Context: an optimization exercise on an open-source flow, tuned for small area, a short achievable clock period and few clock cycles per item. The choices shown serve that exercise and are no tape-out recipe.
Only simulation tests tie the RTL to the original design; equivalence was not proved.

==> inputs of run Y <==
==> flow/design.v <==
`default_nettype none
package selt_pkg;
    localparam int unsigned ENTRIES_DEF       = 32;
    localparam int unsigned RESOURCE_BITS_DEF = 12;
    localparam int unsigned ROUTE_BITS_DEF    = 8;
    localparam int unsigned SEC_PER_MIN       = 60;
    localparam logic [2:0] MODE_LOCK       = 3'd0;
    localparam logic [2:0] MODE_UNLOCK     = 3'd1;
    localparam logic [2:0] MODE_UNLOCK_ALL = 3'd2;
    localparam logic [2:0] MODE_TICK       = 3'd3;
    localparam logic [2:0] MODE_QUERY      = 3'd4;
    localparam logic [1:0] KIND_EXCLUSIVE = 2'd0;
    localparam logic [1:0] KIND_SHARED    = 2'd1;
    localparam logic [1:0] KIND_OVERLAP   = 2'd2;
    localparam logic [1:0] KIND_INVALID   = 2'd3;
    localparam logic [1:0] RES_INVALID    = 2'd3;
    localparam logic [2:0] ST_OK        = 3'd0;
    localparam logic [2:0] ST_DISABLED  = 3'd1;
    localparam logic [2:0] ST_BAD_LOCK  = 3'd2;
    localparam logic [2:0] ST_BAD_RES   = 3'd3;
    localparam logic [2:0] ST_CONFLICT  = 3'd4;
    localparam logic [2:0] ST_NOT_FOUND = 3'd5;
    localparam logic [2:0] ST_FULL      = 3'd6;
    localparam logic [1:0] CFG_ENABLED  = 2'd0;
    localparam logic [1:0] CFG_MAX_MIN  = 2'd1;
    localparam logic [1:0] CFG_INTERVAL = 2'd2;
    typedef struct packed {
        logic [2:0]                   mode;
        logic [1:0]                   resource_kind;
        logic [RESOURCE_BITS_DEF-1:0] resource_number;
        logic [ROUTE_BITS_DEF-1:0]    route_number;
        logic [1:0]                   lock_kind;
        logic [15:0]                  timeout_minutes;
    } t_in_item;
    typedef struct packed {
        logic [2:0]  status;
        logic [6:0]  conflict_count;
        logic        is_locked;
        logic [6:0]  live_lock_count;
        logic [31:0] lease_end;
        logic [6:0]  purged_count;
    } t_out_item;
    typedef struct packed {
        logic start;    
        logic scan;     
        logic commit;   
        logic finish;   
    } t_cmd;
    typedef struct packed {
        logic rd_valid;   
        logic last;       
    } t_sts;
endpackage
`default_nettype wire
`default_nettype none
module shared_exclusive_lock_table #(
    parameter int unsigned ENTRIES = selt_pkg::ENTRIES_DEF
) (
    input  wire logic        i_clk,
    input  wire logic        i_rst_n,
    input  wire logic        i_valid,
    output logic             o_stall,
    input  wire logic [42:0] i_data,
    output logic             o_valid,
    input  wire logic        i_stall,
    output logic      [56:0] o_data,
    input  wire logic        i_cfg_valid,
    output logic             o_cfg_ready,
    input  wire logic [1:0]  i_cfg_index,
    input  wire logic [15:0] i_cfg_data
);
    localparam int N  = ENTRIES;
    localparam int AW = $clog2(N);
    localparam logic [2:0] C_NONE  = 3'd0;
    localparam logic [2:0] C_LEASE = 3'd1;
    localparam logic [2:0] C_CONF  = 3'd2;
    localparam logic [2:0] C_LIVE  = 3'd3;
    localparam logic [2:0] C_PURGE = 3'd4;
    logic        r_en;
    logic [15:0] r_maxmin;
    logic [15:0] r_interval;
    logic        r_cfg_rdy;
    logic [N-1:0]       t_v;
    logic [N-1:0][13:0] t_key;    
    logic [N-1:0][7:0]  t_rt;
    logic [N-1:0]       t_sh;     
    logic [N-1:0][31:0] t_exp;
    logic [N-1:0]       t_dead;   
    logic [N-1:0][15:0] t_seq;
    logic [15:0]        r_gcnt;
    logic        r_vld;
    logic [42:0] r_req;
    logic        r_due;
    logic [31:0] r_now;
    logic [31:0] r_now1;
    logic [15:0] r_cd;
    logic        r_stall;
    logic         x_vld, x_lock, x_unl, x_ua, x_tick, x_query, x_slow, x_lockok, x_sh;
    logic [2:0]   x_pst;
    logic [13:0]  x_key;
    logic [7:0]   x_rt;
    logic [N-1:0] x_m;
    logic [31:0]  x_now;
    logic [21:0]  x_prod;
    logic        xo_vld;
    logic [2:0]  xo_st;
    logic [2:0]  xo_cls;
    logic [31:0] xo_pay;
    logic        q0_vld, q1_vld;
    logic [56:0] q0, q1;
    logic [5:0]    eng_k;
    logic          eng_found;
    logic [AW-1:0] eng_best;
    logic [15:0]   eng_age;
    logic adv, pop, push, running;
    assign running = x_vld && x_slow && !(eng_k == 6'd34);
    assign adv     = !q1_vld && !running;
    assign pop     = q0_vld && !i_stall;
    assign push    = adv && xo_vld;
    logic [2:0]  p_mode;
    logic [13:0] p_key;
    logic [7:0]  p_rt;
    logic [1:0]  p_lk;
    logic [15:0] p_tmo;
    logic p_lock, p_unl, p_ua, p_tick, p_query, p_rk3, p_lk3, p_sh;
    assign p_mode  = r_req[42:40];
    assign p_key   = r_req[39:26];
    assign p_rt    = r_req[25:18];
    assign p_lk    = r_req[17:16];
    assign p_tmo   = r_req[15:0];
    assign p_lock  = p_mode == selt_pkg::MODE_LOCK;
    assign p_unl   = p_mode == selt_pkg::MODE_UNLOCK;
    assign p_ua    = p_mode == selt_pkg::MODE_UNLOCK_ALL;
    assign p_tick  = p_mode == selt_pkg::MODE_TICK;
    assign p_query = p_mode == selt_pkg::MODE_QUERY;
    assign p_rk3   = p_key[13:12] == selt_pkg::RES_INVALID;
    assign p_lk3   = p_lk == selt_pkg::KIND_INVALID;
    assign p_sh    = p_lk == selt_pkg::KIND_SHARED;
    logic [N-1:0] m_tab;
    always_comb begin
        for (int i = 0; i < N; i++) begin
            logic eqk, eqr, le;
            eqk = t_key[i] == p_key;
            eqr = t_rt[i] == p_rt;
            le  = t_dead[i];
            m_tab[i] = (p_lock && eqk && !le && !(t_sh[i] && p_sh))
                    || (p_query && eqk && !le)
                    || (p_unl && !p_rk3 && eqk && eqr)
                    || (p_ua && eqr)
                    || (p_tick && r_due && le);
        end
    end
    logic f_eqk, f_eqr, f_le, p_fix;
    assign f_eqk = x_key == p_key;
    assign f_eqr = x_rt == p_rt;
    assign f_le  = &r_now;
    assign p_fix = (p_lock && f_eqk && !f_le && !(x_sh && p_sh))
                || (p_query && f_eqk && !f_le)
                || (p_unl && !p_rk3 && f_eqk && f_eqr)
                || (p_ua && f_eqr)
                || (p_tick && r_due && f_le);
    logic [N-1:0] p_cand;
    logic p_one, p_two, p_slow;
    assign p_cand = t_v & m_tab;
    always_comb begin
        logic o, t;
        o = 1'b0;
        t = 1'b0;
        for (int i = 0; i < N; i++) begin
            t = t || (o && p_cand[i]);
            o = o || p_cand[i];
        end
        p_one = o;
        p_two = t;
    end
    assign p_slow = p_unl && r_en && (p_two || (p_one && x_vld && x_lockok && p_fix));
    logic [2:0] p_pst;
    always_comb begin
        p_pst = selt_pkg::ST_OK;
        if (p_lock) begin
            if (!r_en) p_pst = selt_pkg::ST_DISABLED;
            else if (p_lk3) p_pst = selt_pkg::ST_BAD_LOCK;
            else if (p_rk3) p_pst = selt_pkg::ST_BAD_RES;
        end else if (p_unl || p_ua || p_tick) begin
            if (!r_en) p_pst = selt_pkg::ST_DISABLED;
        end
    end
    logic [15:0] p_mn, p_mc;
    logic [21:0] p_prod;
    assign p_mn   = (p_tmo < r_maxmin) ? p_tmo : r_maxmin;
    assign p_mc   = (p_mn == 16'd0) ? 16'd1 : p_mn;
    assign p_prod = {p_mc, 6'd0} - {4'd0, p_mc, 2'd0};
    logic [N-1:0] vm, freev, lowf, clr, we;
    logic any, hasfree, grant, complete;
    assign vm      = t_v & x_m;
    assign any     = |vm;
    assign freev   = ~t_v;
    assign hasfree = |freev;
    always_comb begin
        logic seen;
        seen = 1'b0;
        for (int i = 0; i < N; i++) begin
            lowf[i] = freev[i] && !seen;
            seen    = seen || freev[i];
        end
    end
    assign grant    = x_vld && x_lockok && !any && hasfree;
    assign complete = adv && x_vld;
    assign we       = (complete && grant) ? lowf : '0;
    always_comb begin
        clr = '0;
        if (x_vld && r_en && (x_ua || x_tick || (x_unl && !x_slow))) clr = vm;
        if (x_vld && x_unl && x_slow && eng_found) clr[eng_best] = 1'b1;
    end
    logic [32:0] x_sum;
    logic [31:0] x_lease;
    assign x_sum   = {1'b0, x_now} + {11'd0, x_prod};
    assign x_lease = x_sum[32] ? 32'hFFFF_FFFF : x_sum[31:0];
    logic [2:0] x_st, x_cls;
    always_comb begin
        x_st  = x_pst;
        x_cls = C_NONE;
        if (x_lock) begin
            if (x_pst == selt_pkg::ST_OK) begin
                if (any) begin
                    x_st  = selt_pkg::ST_CONFLICT;
                    x_cls = C_CONF;
                end else if (!hasfree) begin
                    x_st = selt_pkg::ST_FULL;
                end else begin
                    x_cls = C_LEASE;
                end
            end
        end else if (x_unl) begin
            if (x_pst == selt_pkg::ST_OK && !(x_slow ? eng_found : any)) x_st = selt_pkg::ST_NOT_FOUND;
        end else if (x_ua || x_tick) begin
            if (x_pst == selt_pkg::ST_OK) x_cls = C_PURGE;
        end else if (x_query) begin
            x_cls = C_LIVE;
        end
    end
    logic [AW-1:0] eng_i;
    assign eng_i = eng_k[AW-1:0];
    logic          e1_vld, e1_c, e2_vld, e2_c;
    logic [AW-1:0] e1_i, e2_i;
    logic [15:0]   e1_seq, e2_age;
    logic          e2_take;
    assign e2_take = e2_vld && e2_c && (!eng_found || e2_age < eng_age);
    logic [5:0]  pc;
    logic [56:0] res;
    always_comb begin
        pc = '0;
        for (int i = 0; i < 32; i++) pc = pc + 6'(xo_pay[i]);
    end
    assign res = {xo_st,
                  (xo_cls == C_CONF) ? {1'b0, pc} : 7'd0,
                  (xo_cls == C_LIVE) && (|xo_pay),
                  (xo_cls == C_LIVE) ? {1'b0, pc} : 7'd0,
                  (xo_cls == C_LEASE) ? xo_pay : 32'd0,
                  (xo_cls == C_PURGE) ? {1'b0, pc} : 7'd0};
    logic r_vld_n, q1_vld_n, x_vld_n, x_slow_n, run_n, adv_n;
    logic [5:0] eng_k_n;
    assign r_vld_n  = r_stall ? 1'b1 : i_valid;
    assign q1_vld_n = q1_vld ? !pop : (push && q0_vld && !pop);
    assign x_vld_n  = adv ? r_vld : x_vld;
    assign x_slow_n = adv ? p_slow : x_slow;
    assign eng_k_n  = adv ? 6'd0 : (running ? eng_k + 6'd1 : eng_k);
    assign run_n    = x_vld_n && x_slow_n && !(eng_k_n == 6'd34);
    assign adv_n    = !q1_vld_n && !run_n;
    logic acc_tick;
    assign acc_tick = !r_stall && i_valid && (i_data[42:40] == selt_pkg::MODE_TICK);
    always_ff @(posedge i_clk) begin
        if (!i_rst_n) begin
            r_en       <= 1'b0;
            r_maxmin   <= 16'd1440;
            r_interval <= 16'd30;
            r_cfg_rdy  <= 1'b0;
            t_v        <= '0;
            r_gcnt     <= '0;
            r_vld      <= 1'b0;
            r_now      <= '0;
            r_now1     <= 32'd1;
            r_cd       <= '0;
            r_stall    <= 1'b0;
            x_vld      <= 1'b0;
            x_slow     <= 1'b0;
            xo_vld     <= 1'b0;
            q0_vld     <= 1'b0;
            q1_vld     <= 1'b0;
            eng_k      <= '0;
            eng_found  <= 1'b0;
            e1_vld     <= 1'b0;
            e2_vld     <= 1'b0;
        end else begin
            r_cfg_rdy <= !(r_vld || x_vld || xo_vld || q0_vld || q1_vld);
            if (i_cfg_valid && r_cfg_rdy) begin
                case (i_cfg_index)
                    selt_pkg::CFG_ENABLED:  r_en       <= i_cfg_data[0];
                    selt_pkg::CFG_MAX_MIN:  r_maxmin   <= i_cfg_data;
                    selt_pkg::CFG_INTERVAL: r_interval <= i_cfg_data;
                    default: ;
                endcase
            end
            r_stall <= r_vld_n && !adv_n;
            if (!r_stall) r_vld <= i_valid;
            if (acc_tick) begin
                r_now  <= r_now1;
                r_now1 <= r_now1 + 32'd1;
                r_cd   <= (r_cd <= 16'd1) ? r_interval : r_cd - 16'd1;
            end
            if (adv) begin
                x_vld  <= r_vld;
                x_slow <= p_slow;
            end
            if (complete) begin
                t_v <= (t_v & ~clr) | we;
                if (grant) r_gcnt <= r_gcnt + 16'd1;
            end
            eng_k <= eng_k_n;
            if (adv) begin
                eng_found <= 1'b0;
                e1_vld    <= 1'b0;
                e2_vld    <= 1'b0;
            end else begin
                e1_vld <= running && !eng_k[5];
                e2_vld <= e1_vld;
                if (e2_take) eng_found <= 1'b1;
            end
            if (adv) xo_vld <= x_vld;
            if (pop || !q0_vld) q0_vld <= q1_vld || push;
            if (q1_vld) begin
                if (pop) q1_vld <= 1'b0;
            end else if (push && q0_vld && !pop) begin
                q1_vld <= 1'b1;
            end
        end
    end
    always_ff @(posedge i_clk) begin
        if (!r_stall) begin
            r_req <= i_data;
            r_due <= (i_data[42:40] == selt_pkg::MODE_TICK) && (r_cd <= 16'd1);
        end
        if (adv) begin
            x_lock   <= p_lock;
            x_unl    <= p_unl;
            x_ua     <= p_ua;
            x_tick   <= p_tick;
            x_query  <= p_query;
            x_lockok <= p_lock && r_en && !p_lk3 && !p_rk3;
            x_sh     <= p_sh;
            x_pst    <= p_pst;
            x_key    <= p_key;
            x_rt     <= p_rt;
            x_now    <= r_now;
            x_prod   <= p_prod;
            for (int i = 0; i < N; i++) x_m[i] <= we[i] ? p_fix : m_tab[i];
            xo_st  <= x_st;
            xo_cls <= x_cls;
            xo_pay <= (x_cls == C_LEASE) ? x_lease : vm;
        end
        for (int i = 0; i < N; i++) begin
            if (we[i]) t_dead[i] <= acc_tick ? (&r_now1) : (&r_now);
            else if (acc_tick) t_dead[i] <= !(r_now1 == 32'd0) && (t_dead[i] || t_exp[i] == r_now1);
            if (we[i]) begin
                t_key[i] <= x_key;
                t_rt[i]  <= x_rt;
                t_sh[i]  <= x_sh;
                t_exp[i] <= x_lease;
                t_seq[i] <= r_gcnt;
            end
        end
        e1_i   <= eng_i;
        e1_c   <= t_v[eng_i] && x_m[eng_i];
        e1_seq <= t_seq[eng_i];
        e2_i   <= e1_i;
        e2_c   <= e1_c;
        e2_age <= r_gcnt - e1_seq;
        if (e2_take) begin
            eng_best <= e2_i;
            eng_age  <= e2_age;
        end
        if (pop || !q0_vld) q0 <= q1_vld ? q1 : res;
        if (!q1_vld && push && q0_vld && !pop) q1 <= res;
    end
    assign o_stall     = r_stall;
    assign o_valid     = q0_vld;
    assign o_data      = q0;
    assign o_cfg_ready = r_cfg_rdy;
endmodule
`default_nettype wire
==> flow/run.sh <==
#!/bin/bash
# synth_recipe.tcl (not shown) runs the flow's synth.tcl, then flattens the netlist and writes it again
# the make line also repeats each setting of config.mk as NAME=value (left out here)
make -C /OpenROAD-flow-scripts/flow DESIGN_CONFIG=/design/flow/config.mk WORK_HOME=/design/flow/orfs CLKGATE_MAP_FILE= SYNTH_SCRIPT=/design/flow/synth_recipe.tcl finish
==> flow/config.mk <==
export PLATFORM = sky130hd
export DESIGN_NAME = shared_exclusive_lock_table
export DESIGN_NICKNAME = shared_exclusive_lock_table
export VERILOG_FILES = /design/flow/design.v
export SDC_FILE = /design/flow/constraint.sdc
export NUM_CORES = 4
export LEC_CHECK = 0
export ABC_CLOCK_PERIOD_IN_PS = 4000
export CAP_MARGIN = 20
export CORE_MARGIN = 2
export CORE_UTILIZATION = 50
export SETUP_SLACK_MARGIN = 5
export SLEW_MARGIN = 20
export SYNTH_MEMORY_MAX_BITS = 8192
==> flow/constraint.sdc <==
create_clock -name core_clock -period 10.0 [get_ports {i_clk}]
set_input_delay 2.0000 -clock core_clock [delete_from_list [all_inputs] [get_ports {i_clk}]]
set_output_delay 2.0000 -clock core_clock [all_outputs]
set_load 0.01 [all_outputs]
==> inputs of run C, as changes to run Y <==
--- a/flow/design.v
+++ b/flow/design.v
@@ -91,8 +91,10 @@
     logic        r_vld;
     logic [42:0] r_req;
-    logic        r_due;
-    logic [31:0] r_now;
-    logic [31:0] r_now1;
-    logic [15:0] r_cd;
+    logic        r_due;     
+    logic [31:0] r_now;     
+    logic [31:0] r_now1;    
+    logic [31:0] r_now2;    
+    logic [N-1:0] t_dn;     
+    logic [15:0] r_cd;      
     logic        r_stall;
     logic         x_vld, x_lock, x_unl, x_ua, x_tick, x_query, x_slow, x_lockok, x_sh;
@@ -101,10 +103,9 @@
     logic [7:0]   x_rt;
     logic [N-1:0] x_m;
-    logic [31:0]  x_now;
-    logic [21:0]  x_prod;
+    logic [21:0]  x_prod;    
     logic        xo_vld;
     logic [2:0]  xo_st;
     logic [2:0]  xo_cls;
-    logic [31:0] xo_pay;
+    logic [31:0] xo_pay;     
     logic        q0_vld, q1_vld;
     logic [56:0] q0, q1;
@@ -137,4 +138,12 @@
     assign p_lk3   = p_lk == selt_pkg::KIND_INVALID;
     assign p_sh    = p_lk == selt_pkg::KIND_SHARED;
+    logic [N-1:0] p_dead1, p_ucand;
+    assign r_due = p_tick && (r_cd <= 16'd1);
+    always_comb begin
+        for (int i = 0; i < N; i++) begin
+            p_dead1[i] = !(r_now1 == 32'd0) && (t_dead[i] || t_dn[i]);
+            p_ucand[i] = p_unl && !p_rk3 && t_key[i] == p_key && t_rt[i] == p_rt;
+        end
+    end
     logic [N-1:0] m_tab;
     always_comb begin
@@ -143,5 +152,5 @@
             eqk = t_key[i] == p_key;
             eqr = t_rt[i] == p_rt;
-            le  = t_dead[i];
+            le  = p_tick ? p_dead1[i] : t_dead[i];
             m_tab[i] = (p_lock && eqk && !le && !(t_sh[i] && p_sh))
                     || (p_query && eqk && !le)
@@ -154,5 +163,5 @@
     assign f_eqk = x_key == p_key;
     assign f_eqr = x_rt == p_rt;
-    assign f_le  = &r_now;
+    assign f_le  = p_tick ? (&r_now1) : (&r_now);
     assign p_fix = (p_lock && f_eqk && !f_le && !(x_sh && p_sh))
                 || (p_query && f_eqk && !f_le)
@@ -162,5 +171,5 @@
     logic [N-1:0] p_cand;
     logic p_one, p_two, p_slow;
-    assign p_cand = t_v & m_tab;
+    assign p_cand = t_v & p_ucand;
     always_comb begin
         logic o, t;
@@ -186,9 +195,9 @@
         end
     end
-    logic [15:0] p_mn, p_mc;
-    logic [21:0] p_prod;
-    assign p_mn   = (p_tmo < r_maxmin) ? p_tmo : r_maxmin;
-    assign p_mc   = (p_mn == 16'd0) ? 16'd1 : p_mn;
-    assign p_prod = {p_mc, 6'd0} - {4'd0, p_mc, 2'd0};
+    logic [21:0] p_t60, p_m60, p_prod;
+    assign p_t60  = {p_tmo, 6'd0} - {4'd0, p_tmo, 2'd0};
+    assign p_m60  = {r_maxmin, 6'd0} - {4'd0, r_maxmin, 2'd0};
+    assign p_prod = (p_tmo < r_maxmin) ? ((p_tmo == 16'd0) ? 22'd60 : p_t60)
+                                       : ((r_maxmin == 16'd0) ? 22'd60 : p_m60);
     logic [N-1:0] vm, freev, lowf, clr, we;
     logic any, hasfree, grant, complete;
@@ -213,8 +222,4 @@
         if (x_vld && x_unl && x_slow && eng_found) clr[eng_best] = 1'b1;
     end
-    logic [32:0] x_sum;
-    logic [31:0] x_lease;
-    assign x_sum   = {1'b0, x_now} + {11'd0, x_prod};
-    assign x_lease = x_sum[32] ? 32'hFFFF_FFFF : x_sum[31:0];
     logic [2:0] x_st, x_cls;
     always_comb begin
@@ -246,14 +251,41 @@
     logic [15:0]   e1_seq, e2_age;
     logic          e2_take;
+    logic [15:0]   eng_seq;    
+    always_comb begin
+        eng_seq = '0;
+        for (int i = 0; i < N; i++) eng_seq = eng_seq | ((eng_i == AW'(i)) ? t_seq[i] : 16'd0);
+    end
     assign e2_take = e2_vld && e2_c && (!eng_found || e2_age < eng_age);
+    logic [32:0] x_sum;
+    logic [31:0] x_lease;
+    logic [22:0] x_lo;
+    logic [9:0]  x_hi1;
+    logic        x_sat;
+    assign x_lo    = {1'b0, r_now[21:0]} + {1'b0, x_prod};
+    assign x_hi1   = r_now[31:22] + 10'd1;
+    assign x_sat   = x_lo[22] && (&r_now[31:22]);
+    assign x_sum   = {x_sat, x_lo[22] ? x_hi1 : r_now[31:22], x_lo[21:0]};
+    assign x_lease = x_sum[31:0] | {32{x_sat}};
+    function automatic logic [3:0] pc8(input logic [7:0] b);
+        logic [1:0] a0, a1, a2, a3;
+        logic [2:0] c0, c1;
+        a0 = {1'b0, b[0]} + {1'b0, b[1]};
+        a1 = {1'b0, b[2]} + {1'b0, b[3]};
+        a2 = {1'b0, b[4]} + {1'b0, b[5]};
+        a3 = {1'b0, b[6]} + {1'b0, b[7]};
+        c0 = {1'b0, a0} + {1'b0, a1};
+        c1 = {1'b0, a2} + {1'b0, a3};
+        pc8 = {1'b0, c0} + {1'b0, c1};
+    endfunction
+    logic [15:0] x_pcs;
+    assign x_pcs = {pc8(vm[31:24]), pc8(vm[23:16]), pc8(vm[15:8]), pc8(vm[7:0])};
     logic [5:0]  pc;
     logic [56:0] res;
     always_comb begin
-        pc = '0;
-        for (int i = 0; i < 32; i++) pc = pc + 6'(xo_pay[i]);
+        pc = ({2'd0, xo_pay[3:0]} + {2'd0, xo_pay[7:4]}) + ({2'd0, xo_pay[11:8]} + {2'd0, xo_pay[15:12]});
     end
     assign res = {xo_st,
                   (xo_cls == C_CONF) ? {1'b0, pc} : 7'd0,
-                  (xo_cls == C_LIVE) && (|xo_pay),
+                  (xo_cls == C_LIVE) && (|xo_pay[15:0]),
                   (xo_cls == C_LIVE) ? {1'b0, pc} : 7'd0,
                   (xo_cls == C_LEASE) ? xo_pay : 32'd0,
@@ -268,6 +300,9 @@
     assign run_n    = x_vld_n && x_slow_n && !(eng_k_n == 6'd34);
     assign adv_n    = !q1_vld_n && !run_n;
-    logic acc_tick;
-    assign acc_tick = !r_stall && i_valid && (i_data[42:40] == selt_pkg::MODE_TICK);
+    logic r_go, r_go_tick;
+    assign r_go      = adv && r_vld;
+    assign r_go_tick = r_go && p_tick;
+    logic [31:0] r_now1_n;
+    assign r_now1_n  = r_go_tick ? r_now2 : r_now1;
     always_ff @(posedge i_clk) begin
         if (!i_rst_n) begin
@@ -281,4 +316,5 @@
             r_now      <= '0;
             r_now1     <= 32'd1;
+            r_now2     <= 32'd2;
             r_cd       <= '0;
             r_stall    <= 1'b0;
@@ -304,7 +340,8 @@
             r_stall <= r_vld_n && !adv_n;
             if (!r_stall) r_vld <= i_valid;
-            if (acc_tick) begin
+            if (r_go_tick) begin
                 r_now  <= r_now1;
-                r_now1 <= r_now1 + 32'd1;
+                r_now1 <= r_now2;
+                r_now2 <= r_now2 + 32'd1;
                 r_cd   <= (r_cd <= 16'd1) ? r_interval : r_cd - 16'd1;
             end
@@ -317,4 +354,5 @@
                 if (grant) r_gcnt <= r_gcnt + 16'd1;
             end
+            if (adv) xo_vld <= x_vld;
             eng_k <= eng_k_n;
             if (adv) begin
@@ -327,5 +365,4 @@
                 if (e2_take) eng_found <= 1'b1;
             end
-            if (adv) xo_vld <= x_vld;
             if (pop || !q0_vld) q0_vld <= q1_vld || push;
             if (q1_vld) begin
@@ -339,5 +376,4 @@
         if (!r_stall) begin
             r_req <= i_data;
-            r_due <= (i_data[42:40] == selt_pkg::MODE_TICK) && (r_cd <= 16'd1);
         end
         if (adv) begin
@@ -352,14 +388,14 @@
             x_key    <= p_key;
             x_rt     <= p_rt;
-            x_now    <= r_now;
             x_prod   <= p_prod;
+            xo_st    <= x_st;
+            xo_cls   <= x_cls;
+            xo_pay   <= (x_cls == C_LEASE) ? x_lease : {16'd0, x_pcs};
             for (int i = 0; i < N; i++) x_m[i] <= we[i] ? p_fix : m_tab[i];
-            xo_st  <= x_st;
-            xo_cls <= x_cls;
-            xo_pay <= (x_cls == C_LEASE) ? x_lease : vm;
         end
         for (int i = 0; i < N; i++) begin
-            if (we[i]) t_dead[i] <= acc_tick ? (&r_now1) : (&r_now);
-            else if (acc_tick) t_dead[i] <= !(r_now1 == 32'd0) && (t_dead[i] || t_exp[i] == r_now1);
+            t_dn[i] <= we[i] ? (&r_now1_n) : (t_exp[i] == r_now1_n);
+            if (we[i]) t_dead[i] <= r_go_tick ? (&r_now1) : (&r_now);
+            else if (r_go_tick) t_dead[i] <= p_dead1[i];
             if (we[i]) begin
                 t_key[i] <= x_key;
@@ -372,5 +408,5 @@
         e1_i   <= eng_i;
         e1_c   <= t_v[eng_i] && x_m[eng_i];
-        e1_seq <= t_seq[eng_i];
+        e1_seq <= eng_seq;
         e2_i   <= e1_i;
         e2_c   <= e1_c;
==> flow/flow/run.sh (new file) <==
#!/bin/bash
set -euo pipefail
bash standard.sh SETUP_SLACK_MARGIN=6.3 MATCH_CELL_FOOTPRINT=0 \
  "BUFFER_PORTS_ARGS=-buffer_cell sky130_fd_sc_hd__buf_4" \
  "CTS_ARGS=-sink_clustering_enable -repair_clock_nets -dont_use_dummy_load -sink_clustering_size 24 -sink_clustering_max_diameter 80" \
  finish > standard_flow.log 2>&1
==> flow/standard.sh (new file) <==
#!/bin/bash
# synth_recipe.tcl (not shown) runs the flow's synth.tcl, then flattens the netlist and writes it again
# the make line also repeats each setting of config.mk as NAME=value (left out here)
make -C /OpenROAD-flow-scripts/flow DESIGN_CONFIG=/design/flow/config.mk WORK_HOME=/design/flow/orfs CLKGATE_MAP_FILE= SYNTH_SCRIPT=/design/flow/synth_recipe.tcl "${@:-finish}"
Settings changed: ABC_CLOCK_PERIOD_IN_PS 4000 to unset, CORE_UTILIZATION 50 to 55.
removed: flow/run.sh
==> summary.txt <==
- Layout Check Fails: capacitance limit, slew limit
- Die width: 477 µm
- Maxcap violations: 1
- Status: failed layout checks
- Max Slew Vio Count: 5
[end of results for run C]
==> summary.txt <==
- Maxcap violations: 0
- Post-synthesis register bit count: 2852
- Max Slew Vio Count: 0
- Status: finished clean
[end of results for run Y]
Testbench counts of run Y, summed over its fixed seeds: cycles 3,266, items 3,200.
Testbench counts of run C, summed over its fixed seeds: cycles 3,266, items 3,200.

[static timing again, ports no longer ideal]
The flow's constraints put no driver on any port. The routed layouts listed below were extracted and timed again, unchanged, in two steps. Step 1, drivers: a clkbuf_16 drives i_clk and a buf_2 each remaining input, both assumed. Step 2 adds t to the input delays and takes it off the output delays; t is the mean of the earliest and latest rising clock arrival at the registers after step 1. Input paths then give back, and output paths get back, about the clock's delay inside the block. a / b / c = ideal / step 1 / step 2; a / b = the first two.
run	t, ns	slack for setup (ns)	worst hold slack (ns)	worst setup path after step 2
run Y	1.023	4.882 / 4.882 / 4.242	0.324 / 0.324 / 0.324	input to register
run C	0.913	6.233 / 6.233 / 6.216	0.327 / 0.327 / 0.327	input to register
For run Y, which loses most, drivers alone change the setup slack by 0.000 ns; drivers and shift together by -0.640 ns.
